What follows belongs to an exercise in optimizing a design on an open flow for small area, a short achievable clock period and few clock cycles per item; a production flow would make more cautious choices.
Function was checked by simulation only, so behaviour that the tests miss may differ from the original.
Power figures rest on the tool's default switching activity, not on a simulated workload.

==> flow/design.v (outline; a module is shown in full before it is edited, if it fits) <==
// module cjti_scalar: 90 lines
// module cjti_mul_pos: 1415 lines
// module cjti_mul_vel: 1880 lines
// module cjti_mul_sc: 1138 lines
// module cubic_joint_trajectory_interpolator: 258 lines
module cubic_joint_trajectory_interpolator (
  input  logic         clk,
  input  logic         rst,
  input  logic         start,
  output logic         busy,
  input  logic [1:0]   item_command,
  input  logic [2:0]   item_joint_select,
  input  logic [31:0]  item_start_position,
  input  logic [31:0]  item_goal_position,
  output logic [2:0]   result_joint_index,
  output logic [26:0]  result_sample_time_us,
  output logic [31:0]  result_position,
  output logic [31:0]  result_velocity,
  output logic [30:0]  result_peak_speed,
  output logic         result_last_joint,
  output logic         result_final_sample,
  output logic         result_valid,
  input  logic         cfg_valid,
  output logic         cfg_ready,
  input  logic [2:0]   cfg_index,
  input  logic [26:0]  cfg_data
);
  // ...
==> flow/flow/run.sh <==
#!/bin/bash
# Standard synthesis and layout (the standard.sh), with timing repair aimed at a
# setup margin of MARGIN ns below the design's clock period. Full make output goes to
# flow_make.log in the work folder; ORFS's per-step logs stay under orfs/logs/.
set -euo pipefail
MARGIN=$(cat flow/margin.txt)
bash standard.sh SETUP_SLACK_MARGIN="$MARGIN" finish > flow_make.log 2>&1
==> flow/flow/margin.txt <==
8.2
==> flow/standard.sh <==
#!/bin/bash
# synth_recipe.tcl (not shown) runs the flow's synth.tcl, then flattens the netlist and writes it again
# the make line also repeats each setting of config.mk as NAME=value (left out here)
make -C /OpenROAD-flow-scripts/flow DESIGN_CONFIG=/design/flow/config.mk WORK_HOME=/design/flow/orfs CLKGATE_MAP_FILE= SYNTH_SCRIPT=/design/flow/synth_recipe.tcl "${@:-finish}"
==> flow/config.mk <==
export PLATFORM = sky130hd
export DESIGN_NAME = cubic_joint_trajectory_interpolator
export DESIGN_NICKNAME = cubic_joint_trajectory_interpolator
export VERILOG_FILES = /design/flow/design.v
export SDC_FILE = /design/flow/constraint.sdc
export NUM_CORES = 4
export LEC_CHECK = 0
export ABC_CLOCK_PERIOD_IN_PS = 4000
export CAP_MARGIN = 20
export CORE_MARGIN = 2
export CORE_UTILIZATION = 50
export SLEW_MARGIN = 20
==> flow/constraint.sdc <==
create_clock -name core_clock -period 12.5 [get_ports {clk}]
set_input_delay 2.5000 -clock core_clock [delete_from_list [all_inputs] [get_ports {clk}]]
set_output_delay 2.5000 -clock core_clock [all_outputs]
set_load 0.01 [all_outputs]
==> summary.txt, run 1 <==
Placement
  – GPL Wtd Cong: 0.916
  – Placement Setup Slack: approximately 6 ns
  – Dpl cells: roughly 15k
  – Placed Area: about 130000 um^2

Power and ir drop
  – Sequential power: 6.63 mW
  – Sequential power share: 30.3%
  – Overall power: 21.9 mW
  – Max VDD drop: roughly 0.2 mV
  – Leakage: around 56 nW
  – Int Pwr: ~13 mW
  – Combinational power: about 9.6 mW

Clock network
  – Clk buf depth: 3
  – Clock sink count: between 1.5k and 2k
  – CTS buffer count: 180

Global route
  – Met1 usage: approximately 42%
  – GRT busiest layer: met2

Floorplan
  – Num rows: ~180
  – Total core area: between 200000 and 300000 um^2

Route
  – Uppermost layer routed: met5
  – Final WL: between 400000 and 500000 um

Yosys
  – Post-synthesis compound-gate area fraction: 15.1%
  – Synth Flop Type: dfxtp_1
  – XOR/XNOR Fraction of Synth Area: a little under an eighth
  – Post-synth top area share: a little under a fifth
  – Largest area contributor in the synthesized netlist: fa_1

Finish
  – Final #Nets: between 10k and 15k
  – Final std cells w/o fill: roughly 16k
  – Sequential cell area: 39500 um^2
  – Clkbuf count: ~260
  – Largest regs: tab_d: 198 flops, tab_st: 192 flops, u_sc.cs_s: 53 flops

Critical path
  – Reg2reg end: u_sc.sm_a[11]
  – Maximum fanout along the worst path: 4
  – CP Buf/Inv Count: 3
  – Kind of critical path: reg2reg
  – Internal reg-to-reg setup slack: 8.08 ns

Timing
  – Least-Margin Pin Slew: 1.28 ns
  – Worst hold slack: 0.303 ns

Run status
  – Status: complete, no violations
Testbench counts, summed over its fixed seeds: cycles 4,038, items 3,750.
==> module cubic_joint_trajectory_interpolator, before the edit <==
module cubic_joint_trajectory_interpolator (
  input  logic         clk,
  input  logic         rst,
  input  logic         start,
  output logic         busy,
  input  logic [1:0]   item_command,
  input  logic [2:0]   item_joint_select,
  input  logic [31:0]  item_start_position,
  input  logic [31:0]  item_goal_position,
  output logic [2:0]   result_joint_index,
  output logic [26:0]  result_sample_time_us,
  output logic [31:0]  result_position,
  output logic [31:0]  result_velocity,
  output logic [30:0]  result_peak_speed,
  output logic         result_last_joint,
  output logic         result_final_sample,
  output logic         result_valid,
  input  logic         cfg_valid,
  output logic         cfg_ready,
  input  logic [2:0]   cfg_index,
  input  logic [26:0]  cfg_data
);
  logic        busy_r, cfg_ready_r;
  logic [2:0]  bcnt;
  logic        cfg_run;
  logic        acc_step, acc_restart, ld_v;
  logic [2:0]  ld_sel;
  logic [31:0] ld_st, ld_gl;
  logic        cw_v, cw_v2;
  logic [2:0]  cw_idx;
  logic [26:0] cw_data;
  assign busy = busy_r;
  assign cfg_ready = cfg_ready_r;
  wire accept = start & ~busy_r;
  wire acc_step_now = accept & (item_command == cjti_pkg::CMD_STEP);
  wire cfg_acc_now = cfg_valid & cfg_ready_r;
  logic        p_wr;
  logic [2:0]  bcnt_n;
  logic        cfg_run_n;
  assign bcnt_n = acc_step_now ? 3'd5 : (bcnt != 3'd0) ? bcnt - 3'd1 : 3'd0;
  assign cfg_run_n = cfg_acc_now | (cfg_run & ~(p_wr & ~cw_v));
  always_ff @(posedge clk) begin
    ld_sel <= item_joint_select;
    ld_st <= item_start_position;
    ld_gl <= item_goal_position;
    cw_idx <= cfg_index;
    cw_data <= cfg_data;
    if (rst) begin
      acc_step <= 1'b0;
      acc_restart <= 1'b0;
      ld_v <= 1'b0;
      cw_v <= 1'b0;
      cw_v2 <= 1'b0;
      bcnt <= 3'd0;
      cfg_run <= 1'b0;
      busy_r <= 1'b0;
      cfg_ready_r <= 1'b1;
    end else begin
      acc_step <= acc_step_now;
      acc_restart <= accept & (item_command == cjti_pkg::CMD_RESTART);
      ld_v <= accept & (item_command == cjti_pkg::CMD_LOAD) & (item_joint_select < 3'd6);
      cw_v <= cfg_acc_now;
      cw_v2 <= cw_v;
      bcnt <= bcnt_n;
      cfg_run <= cfg_run_n;
      busy_r <= (bcnt_n != 3'd0) | cfg_run_n;
      cfg_ready_r <= ~cfg_run_n;
    end
  end
  logic [24:0] tau_step;
  logic [27:0] inv6;         
  logic [19:0] time_step;
  logic [26:0] duration;
  logic [20:0] point_count;
  always_ff @(posedge clk) begin
    if (rst) begin
      tau_step <= 25'd16777;
      inv6 <= 28'd393216;
      time_step <= 20'd1000;
      duration <= 27'd1000000;
      point_count <= 21'd1001;
    end else if (cw_v) begin
      case (cw_idx)
        cjti_pkg::CFG_TAU_STEP:     tau_step <= cw_data[24:0];
        cjti_pkg::CFG_INV_DURATION: inv6 <= 28'({cw_data[24:0], 2'b00}) + 28'({cw_data[24:0], 1'b0});
        cjti_pkg::CFG_TIME_STEP:    time_step <= cw_data[19:0];
        cjti_pkg::CFG_DURATION:     duration <= cw_data;
        cjti_pkg::CFG_POINT_COUNT:  point_count <= cw_data[20:0];
        default: ;
      endcase
    end
  end
  logic [31:0] tab_st [6];
  logic [32:0] tab_d [6];
  logic [5:0]  tab_v;        
  wire  [32:0] ld_d = {ld_gl[31], ld_gl} - {ld_st[31], ld_st};
  always_ff @(posedge clk) begin
    if (ld_v) begin
      tab_st[ld_sel] <= ld_st;
      tab_d[ld_sel] <= ld_d;
    end
    if (rst) tab_v <= '0;
    else if (ld_v) tab_v[ld_sel] <= 1'b1;
  end
  logic [20:0] idx;
  logic [24:0] tau_n;        
  logic [27:0] x_cur;        
  logic [24:0] p_s;          
  logic [33:0] p_g;          
  logic [26:0] step_tus;
  logic        step_fin;
  logic        pk_clr;       
  wire act = idx < point_count;
  wire go = acc_step & act;
  logic        run_k0, tau_load, x_load, running;
  logic [24:0] tau_val, s_val;
  logic [27:0] x_val;
  logic [33:0] g_val;
  cjti_scalar u_sc (
    .clk(clk), .rst(rst), .go_step(go), .go_cfg(cw_v2), .idx(idx), .tau_step(tau_step),
    .inv6(inv6), .time_step(time_step), .tau_n(tau_n), .tau_load(tau_load), .tau_val(tau_val),
    .x_load(x_load), .x_val(x_val), .p_wr(p_wr), .s_val(s_val), .g_val(g_val),
    .run_k0(run_k0), .running(running)
  );
  wire [25:0] tau_sum = 26'(tau_n) + 26'(tau_step);
  wire [27:0] x_sum = x_cur + 28'(time_step);
  always_ff @(posedge clk) begin
    if (rst) begin
      idx <= '0;
      tau_n <= 25'd16777;
      x_cur <= '0;
      p_s <= '0;
      p_g <= '0;
      pk_clr <= 1'b1;
    end else begin
      if (acc_restart) begin
        idx <= '0;
        tau_n <= (tau_step > cjti_pkg::Q_ONE) ? cjti_pkg::Q_ONE : tau_step;
        x_cur <= '0;
        p_s <= '0;
        p_g <= '0;
        pk_clr <= 1'b1;
      end else begin
        if (go) begin
          idx <= idx + 21'd1;
          x_cur <= (x_sum[27] & (|x_sum[26:0])) ? 28'(1 << 27) : x_sum;
          pk_clr <= 1'b0;
        end
        if (x_load) x_cur <= x_val;
        if (tau_load) tau_n <= tau_val;
        else if (run_k0) tau_n <= (tau_sum[25] | (tau_sum[24] & (|tau_sum[23:0]))) ? cjti_pkg::Q_ONE : tau_sum[24:0];
        if (p_wr) begin
          p_s <= s_val;
          p_g <= g_val;
        end
      end
    end
  end
  always_ff @(posedge clk) begin
    if (go) begin
      step_tus <= (x_cur > 28'(duration)) ? duration : x_cur[26:0];
      step_fin <= ({1'b0, idx} + 22'd1) == {1'b0, point_count};
    end
  end
  logic        feeding;
  logic [2:0]  fcnt;
  logic        op_v, op_clr;
  logic [2:0]  op_j;
  logic [32:0] op_d;
  logic [31:0] op_st;
  always_ff @(posedge clk) begin
    op_j <= fcnt;
    op_clr <= go & pk_clr;
    op_d <= tab_v[fcnt] ? tab_d[fcnt] : 33'd0;
    op_st <= tab_v[fcnt] ? tab_st[fcnt] : 32'd0;
    if (rst) begin
      feeding <= 1'b0;
      fcnt <= 3'd0;
      op_v <= 1'b0;
    end else begin
      op_v <= go | feeding;
      if (go | feeding) begin
        fcnt <= (fcnt == 3'd5) ? 3'd0 : fcnt + 3'd1;
        feeding <= (fcnt != 3'd5);
      end
    end
  end
  logic [39:0] mp_s, mp_c, mp_t;
  logic        mp_ci;
  logic [50:0] mv_s, mv_c, mv_t;
  logic        mv_ci;
  cjti_mul_pos u_mp (.d(op_d), .st(op_st), .s(p_s), .rs(mp_s), .rc(mp_c), .rt(mp_t), .cin(mp_ci));
  cjti_mul_vel u_mv (.d(op_d), .g(p_g), .rs(mv_s), .rc(mv_c), .rt(mv_t), .cin(mv_ci));
  logic        f1_v, f1_clr;
  logic [2:0]  f1_j;
  logic [39:0] f1p_s, f1p_c, f1p_t;
  logic        f1p_ci;
  logic [50:0] f1v_s, f1v_c, f1v_t;
  logic        f1v_ci;
  always_ff @(posedge clk) begin
    f1_j <= op_j;
    f1_clr <= op_clr;
    f1p_s <= mp_s;
    f1p_c <= mp_c;
    f1p_t <= mp_t;
    f1p_ci <= mp_ci;
    f1v_s <= mv_s;
    f1v_c <= mv_c;
    f1v_t <= mv_t;
    f1v_ci <= mv_ci;
    if (rst) f1_v <= 1'b0;
    else f1_v <= op_v;
  end
  wire [39:0] pf_s = f1p_s ^ f1p_c ^ f1p_t;
  wire [39:0] pf_c = (f1p_s & f1p_c) | (f1p_s & f1p_t) | (f1p_c & f1p_t);
  wire [50:0] vf_s = f1v_s ^ f1v_c ^ f1v_t;
  wire [50:0] vf_c = (f1v_s & f1v_c) | (f1v_s & f1v_t) | (f1v_c & f1v_t);
  wire [40:0] pos_w = {pf_s, 1'b1} + {pf_c[38:0], 1'b0, f1p_ci};
  wire [51:0] x_w = {vf_s, 1'b1} + {vf_c[49:0], 1'b0, f1v_ci};
  wire [31:0] pos = pos_w[40:9];
  wire [42:0] x = x_w[51:9];
  logic        f2_v, f2_clr;
  logic [2:0]  f2_j;
  logic [31:0] f2_pos;
  logic [42:0] f2_x;
  always_ff @(posedge clk) begin
    f2_j <= f1_j;
    f2_clr <= f1_clr;
    f2_pos <= pos;
    f2_x <= x;
    if (rst) f2_v <= 1'b0;
    else f2_v <= f1_v;
  end
  wire ovp = ~f2_x[42] & (|f2_x[41:31]);
  wire ovn = f2_x[42] & ~(&f2_x[41:31]);
  wire [31:0] f2_vel = ovp ? 32'h7FFF_FFFF : ovn ? 32'h8000_0000 : f2_x[31:0];
  wire spd_sat = ovp | ovn | (f2_x[42] & (f2_x[30:0] == 31'd0));
  wire [30:0] spd_raw = f2_x[42] ? ~f2_x[30:0] : f2_x[30:0];
  wire [30:0] pk_base = f2_clr ? 31'd0 : result_peak_speed;
  wire        pk_gt = f2_x[42] ? ~(pk_base > spd_raw) : (spd_raw > pk_base);
  wire [30:0] spd_val = spd_raw + 31'(f2_x[42]);
  wire [30:0] pk_next = spd_sat ? 31'h7FFF_FFFF : pk_gt ? spd_val : pk_base;
  always_ff @(posedge clk) begin
    result_joint_index <= f2_j;
    result_position <= f2_pos;
    result_velocity <= f2_vel;
    result_last_joint <= (f2_j == 3'd5);
    if (f2_v) begin
      result_peak_speed <= pk_next;
      if (f2_j == 3'd0) begin
        result_sample_time_us <= step_tus;
        result_final_sample <= step_fin;
      end
    end
    if (rst) result_valid <= 1'b0;
    else result_valid <= f2_v;
  end
endmodule
==> run 2, diff against run 1 <==
--- a/flow/design.v
+++ b/flow/design.v
@@ -98,20 +98,20 @@
   assign p_wr = sq[5];
   assign s_val = s_tmp;
   assign g_val = prod[49:16];
 endmodule
 module cjti_mul_pos (
   input  logic [32:0] d,
   input  logic [31:0] st,
   input  logic [24:0] s,
-  output logic [39:0] rs,
-  output logic [39:0] rc,
+  output logic [43:0] rs,
+  output logic [43:0] rc,
   output logic cin,
-  output logic [39:0] rt
+  output logic [43:0] rt
 );
   wire w0 = s[1] & ~(s[0] & 1'b0);
   wire w1 = s[0] ^ 1'b0;
   wire w2 = (s[1] & ~s[0] & ~1'b0) | (~s[1] & s[0] & 1'b0);
   wire w3 = ((w1 & d[0]) | (w2 & 1'b0)) ^ w0;
   wire w4 = ((w1 & d[1]) | (w2 & d[0])) ^ w0;
   wire w5 = ((w1 & d[2]) | (w2 & d[1])) ^ w0;
   wire w6 = ((w1 & d[3]) | (w2 & d[2])) ^ w0;
@@ -1384,24 +1384,24 @@
   wire w1273 = w963 ^ w1160 ^ w1161;
   wire w1274 = (w963 & w1160) | (w963 & w1161) | (w1160 & w1161);
   wire w1275 = w967 ^ w1162 ^ w1163;
   wire w1276 = (w967 & w1162) | (w967 & w1163) | (w1162 & w1163);
   wire w1277 = w1164 ^ w971 ^ w1165;
   wire w1278 = (w1164 & w971) | (w1164 & w1165) | (w971 & w1165);
   wire w1279 = w975 ^ w1166 ^ w1167;
   wire w1280 = (w975 & w1166) | (w975 & w1167) | (w1166 & w1167);
-  wire w1281 = w979 ^ w1168 ^ w1169;
-  wire w1282 = (w979 & w1168) | (w979 & w1169) | (w1168 & w1169);
-  wire w1283 = w983 ^ w1170 ^ w1171;
-  wire w1284 = (w983 & w1170) | (w983 & w1171) | (w1170 & w1171);
-  wire w1285 = w987 ^ w1172 ^ w1173;
-  wire w1286 = (w987 & w1172) | (w987 & w1173) | (w1172 & w1173);
-  wire w1287 = w1174 ^ w991 ^ w1175;
-  wire w1288 = (w1174 & w991) | (w1174 & w1175) | (w991 & w1175);
+  wire w1281 = w979 ^ w1168;
+  wire w1282 = w979 & w1168;
+  wire w1283 = w983 ^ w1170;
+  wire w1284 = w983 & w1170;
+  wire w1285 = w987 ^ w1172;
+  wire w1286 = w987 & w1172;
+  wire w1287 = w1174 ^ w991;
+  wire w1288 = w1174 & w991;
   wire w1289 = w1176 ^ w995;
   wire w1290 = w1176 & w995;
   wire w1291 = w999 ^ w1178;
   wire w1292 = w999 & w1178;
   wire w1293 = w1003 ^ w1180;
   wire w1294 = w1003 & w1180;
   wire w1295 = w1007 ^ w1182;
   wire w1296 = w1007 & w1182;
@@ -1472,60 +1472,52 @@
   wire w1361 = w1137 ^ w1248;
   wire w1362 = w1137 & w1248;
   wire w1363 = w1141 ^ w1250;
   wire w1364 = w1141 & w1250;
   wire w1365 = w1142 ^ w1253;
   wire w1366 = w1142 & w1253;
   wire w1367 = w478 ^ w1254;
   wire w1368 = w478 & w1254;
-  wire [15:0] la = {w1286, w1284, w1282, w1280, w1278, w1276, w1274, w1272, w1270, w1268, w1266, w1264, w1262, w1260, w1258, w3};
-  wire [15:0] lb = {w1287, w1285, w1283, w1281, w1279, w1277, w1275, w1273, w1271, w1269, w1267, w1265, w1263, w1261, w1259, w1257};
+  wire [11:0] la = {w1278, w1276, w1274, w1272, w1270, w1268, w1266, w1264, w1262, w1260, w1258, w3};
+  wire [11:0] lb = {w1279, w1277, w1275, w1273, w1271, w1269, w1267, w1265, w1263, w1261, w1259, w1257};
   wire lg0 = (la[1] & lb[1]) | ((la[1] | lb[1]) & (la[0] & lb[0]));
   wire lp0 = (la[1] | lb[1]) & (la[0] | lb[0]);
   wire lg1 = (la[3] & lb[3]) | ((la[3] | lb[3]) & (la[2] & lb[2]));
   wire lp1 = (la[3] | lb[3]) & (la[2] | lb[2]);
   wire lg2 = (la[5] & lb[5]) | ((la[5] | lb[5]) & (la[4] & lb[4]));
   wire lp2 = (la[5] | lb[5]) & (la[4] | lb[4]);
   wire lg3 = (la[7] & lb[7]) | ((la[7] | lb[7]) & (la[6] & lb[6]));
   wire lp3 = (la[7] | lb[7]) & (la[6] | lb[6]);
   wire lg4 = (la[9] & lb[9]) | ((la[9] | lb[9]) & (la[8] & lb[8]));
   wire lp4 = (la[9] | lb[9]) & (la[8] | lb[8]);
   wire lg5 = (la[11] & lb[11]) | ((la[11] | lb[11]) & (la[10] & lb[10]));
   wire lp5 = (la[11] | lb[11]) & (la[10] | lb[10]);
-  wire lg6 = (la[13] & lb[13]) | ((la[13] | lb[13]) & (la[12] & lb[12]));
-  wire lp6 = (la[13] | lb[13]) & (la[12] | lb[12]);
-  wire lg7 = (la[15] & lb[15]) | ((la[15] | lb[15]) & (la[14] & lb[14]));
-  wire lp7 = (la[15] | lb[15]) & (la[14] | lb[14]);
-  wire lg8 = lg1 | (lp1 & lg0);
-  wire lp8 = lp1 & lp0;
-  wire lg9 = lg3 | (lp3 & lg2);
-  wire lp9 = lp3 & lp2;
-  wire lg10 = lg5 | (lp5 & lg4);
-  wire lp10 = lp5 & lp4;
-  wire lg11 = lg7 | (lp7 & lg6);
-  wire lp11 = lp7 & lp6;
-  wire lg12 = lg9 | (lp9 & lg8);
-  wire lp12 = lp9 & lp8;
-  wire lg13 = lg11 | (lp11 & lg10);
-  wire lp13 = lp11 & lp10;
-  wire lg14 = lg13 | (lp13 & lg12);
-  wire lp14 = lp13 & lp12;
-  assign cin = lg14;
-  assign rt = {w1367, w1364, w1363, w1361, w1358, w1357, w1355, w1352, w1350, w1348, w1347, w1345, w1343, w1341, w1339, w1336, w1334, w1332, w1331, w1329, w1327, w1325, w1323, w1321, w1319, w1317, w1315, w1313, w1311, w1197, w1307, w1305, w1303, w1301, w1299, w1297, w1295, w1293, w1291, w1288};
-  assign rs = {w1255, w1252, w1251, w1249, w1246, w1245, w1243, w1241, w1239, w1236, w1235, w1233, w1231, w1229, w1227, w1225, w1223, w1220, w1219, w1217, w1215, w1213, w1211, w1209, w1207, w1205, w1203, w1201, w1310, w1308, w1195, w1193, w1191, w1189, w1187, w1185, w1183, w1292, w1290, w1177};
-  assign rc = {w1366, w1365, w1362, w1360, w1359, w1356, w1354, w1353, w1351, w1349, w1346, w1344, w1342, w1340, w1338, w1337, w1335, w1333, w1330, w1328, w1326, w1324, w1322, w1320, w1318, w1316, w1314, w1312, w1199, w1309, w1306, w1304, w1302, w1300, w1298, w1296, w1294, w1181, w1179, w1289};
+  wire lg6 = lg1 | (lp1 & lg0);
+  wire lp6 = lp1 & lp0;
+  wire lg7 = lg3 | (lp3 & lg2);
+  wire lp7 = lp3 & lp2;
+  wire lg8 = lg5 | (lp5 & lg4);
+  wire lp8 = lp5 & lp4;
+  wire lg9 = lg7 | (lp7 & lg6);
+  wire lp9 = lp7 & lp6;
+  wire lg10 = lg8 | (lp8 & lg9);
+  wire lp10 = lp8 & lp9;
+  assign cin = lg10;
+  assign rt = {w1367, w1364, w1363, w1361, w1358, w1357, w1355, w1352, w1350, w1348, w1347, w1345, w1343, w1341, w1339, w1336, w1334, w1332, w1331, w1329, w1327, w1325, w1323, w1321, w1319, w1317, w1315, w1313, w1311, w1197, w1307, w1305, w1303, w1301, w1299, w1297, w1295, w1293, w1291, w1289, w1287, w1285, w1283, w1280};
+  assign rs = {w1255, w1252, w1251, w1249, w1246, w1245, w1243, w1241, w1239, w1236, w1235, w1233, w1231, w1229, w1227, w1225, w1223, w1220, w1219, w1217, w1215, w1213, w1211, w1209, w1207, w1205, w1203, w1201, w1310, w1308, w1195, w1193, w1191, w1189, w1187, w1185, w1183, w1292, w1290, w1288, w1175, w1173, w1171, w1169};
+  assign rc = {w1366, w1365, w1362, w1360, w1359, w1356, w1354, w1353, w1351, w1349, w1346, w1344, w1342, w1340, w1338, w1337, w1335, w1333, w1330, w1328, w1326, w1324, w1322, w1320, w1318, w1316, w1314, w1312, w1199, w1309, w1306, w1304, w1302, w1300, w1298, w1296, w1294, w1181, w1179, w1177, w1286, w1284, w1282, w1281};
 endmodule
 module cjti_mul_vel (
   input  logic [32:0] d,
   input  logic [33:0] g,
-  output logic [50:0] rs,
-  output logic [50:0] rc,
+  output logic [54:0] rs,
+  output logic [54:0] rc,
   output logic cin,
-  output logic [50:0] rt
+  output logic [54:0] rt
 );
   wire w0 = g[1] & ~(g[0] & 1'b0);
   wire w1 = g[0] ^ 1'b0;
   wire w2 = (g[1] & ~g[0] & ~1'b0) | (~g[1] & g[0] & 1'b0);
   wire w3 = ((w1 & d[0]) | (w2 & 1'b0)) ^ w0;
   wire w4 = ((w1 & d[1]) | (w2 & d[0])) ^ w0;
   wire w5 = ((w1 & d[2]) | (w2 & d[1])) ^ w0;
   wire w6 = ((w1 & d[3]) | (w2 & d[2])) ^ w0;
@@ -3244,24 +3236,24 @@
   wire w1719 = w1361 ^ w1588 ^ w1589;
   wire w1720 = (w1361 & w1588) | (w1361 & w1589) | (w1588 & w1589);
   wire w1721 = w1365 ^ w1590 ^ w1591;
   wire w1722 = (w1365 & w1590) | (w1365 & w1591) | (w1590 & w1591);
   wire w1723 = w1592 ^ w1369 ^ w1593;
   wire w1724 = (w1592 & w1369) | (w1592 & w1593) | (w1369 & w1593);
   wire w1725 = w1373 ^ w1594 ^ w1595;
   wire w1726 = (w1373 & w1594) | (w1373 & w1595) | (w1594 & w1595);
-  wire w1727 = w1377 ^ w1596 ^ w1597;
-  wire w1728 = (w1377 & w1596) | (w1377 & w1597) | (w1596 & w1597);
-  wire w1729 = w1381 ^ w1598 ^ w1599;
-  wire w1730 = (w1381 & w1598) | (w1381 & w1599) | (w1598 & w1599);
-  wire w1731 = w1385 ^ w1600 ^ w1601;
-  wire w1732 = (w1385 & w1600) | (w1385 & w1601) | (w1600 & w1601);
-  wire w1733 = w1602 ^ w1389 ^ w1603;
-  wire w1734 = (w1602 & w1389) | (w1602 & w1603) | (w1389 & w1603);
+  wire w1727 = w1377 ^ w1596;
+  wire w1728 = w1377 & w1596;
+  wire w1729 = w1381 ^ w1598;
+  wire w1730 = w1381 & w1598;
+  wire w1731 = w1385 ^ w1600;
+  wire w1732 = w1385 & w1600;
+  wire w1733 = w1602 ^ w1389;
+  wire w1734 = w1602 & w1389;
   wire w1735 = w1604 ^ w1393;
   wire w1736 = w1604 & w1393;
   wire w1737 = w1397 ^ w1606;
   wire w1738 = w1397 & w1606;
   wire w1739 = w1401 ^ w1608;
   wire w1740 = w1401 & w1608;
   wire w1741 = w1405 ^ w1610;
   wire w1742 = w1405 & w1610;
@@ -3352,52 +3344,44 @@
   wire w1827 = w1572 ^ w1696;
   wire w1828 = w1572 & w1696;
   wire w1829 = w1574 ^ w1699;
   wire w1830 = w1574 & w1699;
   wire w1831 = w662 ^ w1701;
   wire w1832 = w662 & w1701;
   wire w1833 = w628 ^ w663;
   wire w1834 = w628 & w663;
-  wire [15:0] la = {w1732, w1730, w1728, w1726, w1724, w1722, w1720, w1718, w1716, w1714, w1712, w1710, w1708, w1706, w1704, w3};
-  wire [15:0] lb = {w1733, w1731, w1729, w1727, w1725, w1723, w1721, w1719, w1717, w1715, w1713, w1711, w1709, w1707, w1705, w1703};
+  wire [11:0] la = {w1724, w1722, w1720, w1718, w1716, w1714, w1712, w1710, w1708, w1706, w1704, w3};
+  wire [11:0] lb = {w1725, w1723, w1721, w1719, w1717, w1715, w1713, w1711, w1709, w1707, w1705, w1703};
   wire lg0 = (la[1] & lb[1]) | ((la[1] | lb[1]) & (la[0] & lb[0]));
   wire lp0 = (la[1] | lb[1]) & (la[0] | lb[0]);
   wire lg1 = (la[3] & lb[3]) | ((la[3] | lb[3]) & (la[2] & lb[2]));
   wire lp1 = (la[3] | lb[3]) & (la[2] | lb[2]);
   wire lg2 = (la[5] & lb[5]) | ((la[5] | lb[5]) & (la[4] & lb[4]));
   wire lp2 = (la[5] | lb[5]) & (la[4] | lb[4]);
   wire lg3 = (la[7] & lb[7]) | ((la[7] | lb[7]) & (la[6] & lb[6]));
   wire lp3 = (la[7] | lb[7]) & (la[6] | lb[6]);
   wire lg4 = (la[9] & lb[9]) | ((la[9] | lb[9]) & (la[8] & lb[8]));
   wire lp4 = (la[9] | lb[9]) & (la[8] | lb[8]);
   wire lg5 = (la[11] & lb[11]) | ((la[11] | lb[11]) & (la[10] & lb[10]));
   wire lp5 = (la[11] | lb[11]) & (la[10] | lb[10]);
-  wire lg6 = (la[13] & lb[13]) | ((la[13] | lb[13]) & (la[12] & lb[12]));
-  wire lp6 = (la[13] | lb[13]) & (la[12] | lb[12]);
-  wire lg7 = (la[15] & lb[15]) | ((la[15] | lb[15]) & (la[14] & lb[14]));
-  wire lp7 = (la[15] | lb[15]) & (la[14] | lb[14]);
-  wire lg8 = lg1 | (lp1 & lg0);
-  wire lp8 = lp1 & lp0;
-  wire lg9 = lg3 | (lp3 & lg2);
-  wire lp9 = lp3 & lp2;
-  wire lg10 = lg5 | (lp5 & lg4);
-  wire lp10 = lp5 & lp4;
-  wire lg11 = lg7 | (lp7 & lg6);
-  wire lp11 = lp7 & lp6;
-  wire lg12 = lg9 | (lp9 & lg8);
-  wire lp12 = lp9 & lp8;
-  wire lg13 = lg11 | (lp11 & lg10);
-  wire lp13 = lp11 & lp10;
-  wire lg14 = lg13 | (lp13 & lg12);
-  wire lp14 = lp13 & lp12;
-  assign cin = lg14;
-  assign rt = {w1834, w1832, w1830, w1828, w1827, w1825, w1822, w1821, w1819, w1816, w1814, w1812, w1810, w1809, w1807, w1805, w1803, w1800, w1798, w1796, w1795, w1793, w1790, w1789, w1787, w1785, w1783, w1781, w1779, w1777, w1775, w1773, w1771, w1769, w1767, w1765, w1763, w1761, w1759, w1757, w1625, w1753, w1751, w1749, w1747, w1745, w1743, w1741, w1739, w1737, w1734};
-  assign rs = {1'b1, w1702, w1700, w1698, w1697, w1695, w1692, w1690, w1689, w1687, w1685, w1683, w1680, w1679, w1677, w1675, w1673, w1671, w1669, w1667, w1665, w1663, w1661, w1659, w1657, w1655, w1653, w1651, w1649, w1647, w1645, w1643, w1641, w1639, w1637, w1635, w1633, w1760, w1758, w1756, w1754, w1623, w1621, w1619, w1617, w1615, w1613, w1611, w1738, w1736, w1605};
-  assign rc = {w664, w1833, w1831, w1829, w1826, w1824, w1823, w1820, w1818, w1817, w1815, w1813, w1811, w1808, w1806, w1804, w1802, w1801, w1799, w1797, w1794, w1792, w1791, w1788, w1786, w1784, w1782, w1780, w1778, w1776, w1774, w1772, w1770, w1768, w1766, w1764, w1762, w1631, w1629, w1627, w1755, w1752, w1750, w1748, w1746, w1744, w1742, w1740, w1609, w1607, w1735};
+  wire lg6 = lg1 | (lp1 & lg0);
+  wire lp6 = lp1 & lp0;
+  wire lg7 = lg3 | (lp3 & lg2);
+  wire lp7 = lp3 & lp2;
+  wire lg8 = lg5 | (lp5 & lg4);
+  wire lp8 = lp5 & lp4;
+  wire lg9 = lg7 | (lp7 & lg6);
+  wire lp9 = lp7 & lp6;
+  wire lg10 = lg8 | (lp8 & lg9);
+  wire lp10 = lp8 & lp9;
+  assign cin = lg10;
+  assign rt = {w1834, w1832, w1830, w1828, w1827, w1825, w1822, w1821, w1819, w1816, w1814, w1812, w1810, w1809, w1807, w1805, w1803, w1800, w1798, w1796, w1795, w1793, w1790, w1789, w1787, w1785, w1783, w1781, w1779, w1777, w1775, w1773, w1771, w1769, w1767, w1765, w1763, w1761, w1759, w1757, w1625, w1753, w1751, w1749, w1747, w1745, w1743, w1741, w1739, w1737, w1735, w1733, w1731, w1729, w1726};
+  assign rs = {1'b1, w1702, w1700, w1698, w1697, w1695, w1692, w1690, w1689, w1687, w1685, w1683, w1680, w1679, w1677, w1675, w1673, w1671, w1669, w1667, w1665, w1663, w1661, w1659, w1657, w1655, w1653, w1651, w1649, w1647, w1645, w1643, w1641, w1639, w1637, w1635, w1633, w1760, w1758, w1756, w1754, w1623, w1621, w1619, w1617, w1615, w1613, w1611, w1738, w1736, w1734, w1603, w1601, w1599, w1597};
+  assign rc = {w664, w1833, w1831, w1829, w1826, w1824, w1823, w1820, w1818, w1817, w1815, w1813, w1811, w1808, w1806, w1804, w1802, w1801, w1799, w1797, w1794, w1792, w1791, w1788, w1786, w1784, w1782, w1780, w1778, w1776, w1774, w1772, w1770, w1768, w1766, w1764, w1762, w1631, w1629, w1627, w1755, w1752, w1750, w1748, w1746, w1744, w1742, w1740, w1609, w1607, w1605, w1732, w1730, w1728, w1727};
 endmodule
 module cjti_mul_sc (
   input  logic [24:0] a,
   input  logic [27:0] b,
   input  logic r23,
   input  logic r15,
   output logic [52:0] rs,
   output logic [52:0] rc,
@@ -4714,50 +4698,50 @@
     end else begin
       op_v <= go | feeding;
       if (go | feeding) begin
         fcnt <= (fcnt == 3'd5) ? 3'd0 : fcnt + 3'd1;
         feeding <= (fcnt != 3'd5);
       end
     end
   end
-  logic [39:0] mp_s, mp_c, mp_t;
+  logic [43:0] mp_s, mp_c, mp_t;
   logic        mp_ci;
-  logic [50:0] mv_s, mv_c, mv_t;
+  logic [54:0] mv_s, mv_c, mv_t;
   logic        mv_ci;
   cjti_mul_pos u_mp (.d(op_d), .st(op_st), .s(p_s), .rs(mp_s), .rc(mp_c), .rt(mp_t), .cin(mp_ci));
   cjti_mul_vel u_mv (.d(op_d), .g(p_g), .rs(mv_s), .rc(mv_c), .rt(mv_t), .cin(mv_ci));
   logic        f1_v, f1_clr;
   logic [2:0]  f1_j;
-  logic [39:0] f1p_s, f1p_c, f1p_t;
+  logic [43:0] f1p_s, f1p_c, f1p_t;
   logic        f1p_ci;
-  logic [50:0] f1v_s, f1v_c, f1v_t;
+  logic [54:0] f1v_s, f1v_c, f1v_t;
   logic        f1v_ci;
   always_ff @(posedge clk) begin
     f1_j <= op_j;
     f1_clr <= op_clr;
     f1p_s <= mp_s;
     f1p_c <= mp_c;
     f1p_t <= mp_t;
     f1p_ci <= mp_ci;
     f1v_s <= mv_s;
     f1v_c <= mv_c;
     f1v_t <= mv_t;
     f1v_ci <= mv_ci;
     if (rst) f1_v <= 1'b0;
     else f1_v <= op_v;
   end
-  wire [39:0] pf_s = f1p_s ^ f1p_c ^ f1p_t;
-  wire [39:0] pf_c = (f1p_s & f1p_c) | (f1p_s & f1p_t) | (f1p_c & f1p_t);
-  wire [50:0] vf_s = f1v_s ^ f1v_c ^ f1v_t;
-  wire [50:0] vf_c = (f1v_s & f1v_c) | (f1v_s & f1v_t) | (f1v_c & f1v_t);
-  wire [40:0] pos_w = {pf_s, 1'b1} + {pf_c[38:0], 1'b0, f1p_ci};
-  wire [51:0] x_w = {vf_s, 1'b1} + {vf_c[49:0], 1'b0, f1v_ci};
-  wire [31:0] pos = pos_w[40:9];
-  wire [42:0] x = x_w[51:9];
+  wire [43:0] pf_s = f1p_s ^ f1p_c ^ f1p_t;
+  wire [43:0] pf_c = (f1p_s & f1p_c) | (f1p_s & f1p_t) | (f1p_c & f1p_t);
+  wire [54:0] vf_s = f1v_s ^ f1v_c ^ f1v_t;
+  wire [54:0] vf_c = (f1v_s & f1v_c) | (f1v_s & f1v_t) | (f1v_c & f1v_t);
+  wire [44:0] pos_w = {pf_s, 1'b1} + {pf_c[42:0], 1'b0, f1p_ci};
+  wire [55:0] x_w = {vf_s, 1'b1} + {vf_c[53:0], 1'b0, f1v_ci};
+  wire [31:0] pos = pos_w[44:13];
+  wire [42:0] x = x_w[55:13];
   logic        f2_v, f2_clr;
   logic [2:0]  f2_j;
   logic [31:0] f2_pos;
   logic [42:0] f2_x;
   always_ff @(posedge clk) begin
     f2_j <= f1_j;
     f2_clr <= f1_clr;
     f2_pos <= pos;
==> flow/flow/margin.txt (replaced) <==
8
==> summary.txt, run 2 <==
Yosys
  – Cell variety after synth: 94 (was 102)
  – Ys Warns: 2 (unchanged)
  – Synth Flop Type: dfxtp_1 (unchanged)
  – Largest area contributor in the synthesized netlist: fa_1 (unchanged)
  – FF+latch count, synth: 1673 (was 1649)
  – Mapped Area: 127000 um^2 (about the same)
  – Synth Area per Inst: 10.1 um^2 (about the same)
  – Cell count after synthesis: 12.6k (was 12.5k)
  – Syn Nets: 14.6k (was 14.5k)
  – Synth area leaders: fa_1 (19%), dfxtp_1 (16%), edfxtp_1 (15%), xnor2_1 (7.8%), a22oi_1 (7.2%) (was fa_1 (19%), dfxtp_1 (16%), edfxtp_1 (15%), xnor2_1 (8.1%), a22oi_1 (7.1%))
  – Commonest cells in the netlist: inv_1 (1425), a22oi_1 (1217), fa_1 (1195) (was inv_1 (1331), fa_1 (1193), a22oi_1 (1190))
  – Count leader, synth: inv_1 (unchanged)
  – Post-synth top area share: 18.8% (was 18.9%)
  – Number of synthesized flops with an enable pin: 625 (unchanged)
  – Sequential area share after synthesis: 31.2% (was 31.0%)
  – Ys async rst share: 0% (unchanged)

Clock network
  – Clk slew on worst S/H paths: 0.07 ns (about the same)
  – H-tree lvl count: 4 (unchanged)
  – Hold Buf Count CTS: 0 (unchanged)
  – CTS root buffer: clkbuf_16 (unchanged)
  – CTS tree: done (unchanged)
  – Clk buf depth: 3 (unchanged)
  – CTS buffer count: 185 (was 180)
  – Clk latency of the worst-skew pair: 0.94 ns (was 0.91 ns)
  – Clock sink count: 1673 (was 1649)

Critical path
  – Kind of critical path: reg2reg (unchanged)
  – Cell mode on critical path: maj3_2 (was buf_4)
  – Required @ worst endpoint: 13.26 ns (was 13.15 ns)
  – CP Data Arrival Time: 5.41 ns (was 5.06 ns)
  – Reg2reg end: f1p_ci (was u_sc.sm_a[11])
  – Maximum fanout along the worst path: 50 (was 4)
  – Setup crit start kind: flop (unchanged)
  – Worst r2r src: op_d[0] (was u_sc.cs_s[2])
  – Largest stage delay on the critical path: 0.61 ns (was 0.44 ns)
  – R2R depth: 15 (was 16)
  – CP max-delay cell: dfxtp_2 (was o31ai_4)
  – CP Capture Type: flop (unchanged)
  – Internal reg-to-reg setup slack: 7.85 ns (was 8.08 ns)
  – Critical Path, Cell by Cell: buf_12 -> nand2_1 -> xnor2_1 -> fa_1 -> inv_1 -> fa_1 -> inv_1 -> a221o_1 -> o2111a_1 -> a211o_1 -> maj3_2 -> maj3_2 -> maj3_2 -> maj3_2 -> maj3_2 (was ha_4 -> a31oi_4 -> o211a_1 -> nor3b_4 -> buf_4 -> a41oi_4 -> a21boi_4 -> a41oi_4 -> o31ai_4 -> buf_4 -> xor2_1 -> buf_4 -> nand2_1 -> o211ai_1 -> o21ai_0 -> o21ai_1)

Route
  – Routed Antenna Nets: 0 (unchanged)
  – Drt via density: 6.14 (was 6.19)
  – Final WL: 431000 um (was 442000 um)
  – Drc violations: 0 (unchanged)
  – DR iter-0 viols: 11.3k (was 10.9k)
  – 1st-pass router iterations: 9 (was 7)
  – Post-DR wirelength/cell: 27.1 um (was 27.6 um)
  – Routed vias: 97.8k (was 98.9k)

Finish
  – Largest regs: tab_d: 198 flops, tab_st: 192 flops (was tab_d: 198 flops, tab_st: 192 flops, u_sc.cs_s: 53 flops)
  – Layout cells sized above 1: 8.34% (was 11.0%)
  – Most frequent cells in the layout: inv_1 (1419), a22oi_1 (1211), fa_1 (1195) (was inv_1 (1326), fa_1 (1182), a22oi_1 (1170))
  – Commonest non-fill, non-tap cell in the layout: inv_1 (unchanged)
  – Area growth from synthesis to layout: 11.3% (was 14.4%)
  – Sequential cell area: 39900 um^2 (was 39500 um^2)
  – # fillers: 22.1k (was 21.4k)
  – Final #Nets: 14.4k (about the same)
  – Largest Register: tab_d (unchanged)
  – Area of the multi-input gates: 79600 um^2 (was 80700 um^2)
  – Max reg flops: 198 (unchanged)

Timing
  – RSZ-0062 raised after global routing: true (unchanged)
  – Max-slew headroom: 14.6% (was 13.6%)
  – Final setup viols: 0 (unchanged)
  – Fmax: 215 MHz (was 226 MHz)
  – Final TNS setup: 0 ns (unchanged)
  – Final Slew Violations: 0 (unchanged)
  – Least-Margin Pin Slew: 1.27 ns (was 1.28 ns)
  – Skew final: 0.140 ns (was 0.0978 ns)
  – Hold Fails Final Rpt: 0 (unchanged)
  – Tcrit/Tclk final: 37.2% (was 35.3%)
  – Min Clock Period, post-route: 4.65 ns (was 4.42 ns)

Global route
  – Largest net degree at the start of global routing: 77 (was 81)
  – Initial antenna violation count: 13 (unchanged)
  – Gr ovfl total: 0 (unchanged)
  – GR Util All Layers: 32.8% (was 33.0%)
  – Vias in the first global route: 100k (was 101k)
  – First-pass GRT wire length: 639000 um (was 641000 um)

Min path
  – Hold Path Class: reg2reg (unchanged)
  – Hold Path Depth: 0 (unchanged)
  – HP Start: f2_pos[20] (was f2_pos[6])
  – Worst Hold Path EP: result_position[20] (was result_position[6])

Placement
  – Post-DP HPWL: 282000 um (was 281000 um)
  – # port buffers: 232 (unchanged)
  – GPL Wtd Cong: 0.952 (was 0.916)

Power and ir drop
  – Max VDD drop: 0.270 mV (was 0.200 mV)
  – P per Cell Area: 157 nW/um^2 (was 152 nW/um^2)
  – Overall power: 22.2 mW (was 21.9 mW)
  – Leakage: 55.6 nW (was 56.0 nW)

Floorplan
  – Total core area: 254000 um^2 (was 252000 um^2)
  – Initial core utilization: 50.2% (was 50.3%)
  – Num rows: 185 (was 184)
  – Chip Height: 509 um (was 507 um)
  – Die area: 259000 um^2 (was 257000 um^2)
  – # IOs: 233 (unchanged)
  – Die width: 509 um (was 507 um)

Run
  – Max Cap Viol: 0 (unchanged)

Run status
  – Status: complete, no violations (unchanged)
==> run 2: repair_timing <==
item                                   CTS  global route
setup endpoints to repair              152           116
endpoints found under the hold margin    0             0
resized for setup                      136           157
cloned                                  11             1
pin swaps                               14             9
setup buffers                           52            22
==> run 2: worst max path at each step <==
stage | slack [ns] | end | from | cells past startpoint
after global routing | 7.69 | f1p_ci | p_s[3] | 20
final | 7.85 | f1p_ci | op_d[0] | 15
after global placement | 6.71 | f1p_ci | p_s[1] | 17
after detailed placement | 6.71 | f1p_ci | p_s[1] | 17
after CTS | 7.84 | f1p_ci | p_s[2] | 18
after floorplan | 6.96 | tab_d[0][0] | ld_sel[1] | 3
==> run 2: per-layer routing <==
metal,GRT usage (%),part of all wire (%),up-vias,routed length [um]
met5,0,0.023,-,101
met4,16.1,5.8,10,25200
met3,7.24,10,1441,44200
met2,50.7,44,5619,190000
met1,43.6,40,48475,171000
li1,-,-,42297,-
==> run 2: worst max-delay path: cells and delay by family, from the launching register on <==
kind / cells / cell delay, ns
flip-flops: 1 / 0.61
AO/OA/AOI/OAI: 3 / 0.71
buffers and inverters: 3 / 0.46
XOR/XNOR: 1 / 0.15
AND/OR/NAND/NOR: 1 / 0.11
adder cells (fa/ha/maj): 7 / 2.52
==> run 2: where the power goes <==
group	internal (mW)	leakage [nW]	switching, mW	total (mW)
Sequential	6.40	14.2	0.330	6.73
Combinational	3.64	38.2	6.07	9.71
Clock	3.31	3.18	2.48	5.79
==> run 2: area by class of cell <==
cell class	instances	share of cell area, %
antenna	5	0.00882
tap	3366	2.97
inverter	1440	3.87
timing repair inverter	1	0.0115
clock buffer	253	3.70
multi-input combinational	8494	56.1
sequential	1673	28.1
clock inverter	96	0.932
timing repair buffer	598	4.34
==> run 2: kinds of logic (layout without fill, tap and decap cells) <==
kind of cell | count (synthesis) | count (layout) | synth area share [%]
xor gates and xnor gates | 1666 | 1666 | 11.4
other | 0 | 5 | 0
AOI/OAI and AO/OA | 2808 | 2809 | 15.1
muxes | 239 | 239 | 2.55
buffers and inverters | 2426 | 2388 | 7.17
adders and majority gates | 1890 | 1890 | 25.6
DFF | 1673 | 1673 | 31.2
and+or+nand+nor | 1889 | 1890 | 6.97
==> run 2: per-stage QoR <==
stage	worst slack, ns	cell area, um^2	hold slack (ns)	utilization, %	cells
detailed placement	6.71	133000	0.312	52.5	15485
global placement	6.71	133000	0.310	52.5	15483
global route	7.69	142000	0.326	55.9	15922
finish	7.85	142000	0.324	55.9	15926
CTS	7.84	141000	0.314	55.6	15897
floorplan	6.96	128000	0.310	-	12591
Testbench counts of run 2, summed over its fixed seeds: cycles 4,038, items 3,750.

-- afterwards: timing with drivers on the ports --
How much do the figures lean on ideal ports? The routed layouts below were timed once more, with nothing changed but the port constraints. Step 1: set_driving_cell puts a clkbuf_16 on clk and a buf_2 on each other input, an assumption about the parent block. Step 2 times the ports against the registers' clock, not the clock port: input delays grow and output delays shrink by t, the midpoint of the rising clock arrivals with the driver on. a / b / c = ideal / step 1 / step 2; a / b = the first two.
run | shift t [ns] | slack for setup (ns) | worst setup path after step 2 | worst register clock-pin slew, ns | cell pins on the clock port's net
run 1 | 0.952 | 8.085 / 8.085 / 7.367 | input to register | 0.07 / 0.07 | 1
run 2 | 0.960 | 7.848 / 7.848 / 7.704 | input to register | 0.07 / 0.07 | 1
After both steps every run listed still meets setup and hold. The setup slack of run 1, which loses most, moves by 0.000 ns with the drivers and by -0.718 ns with both steps.
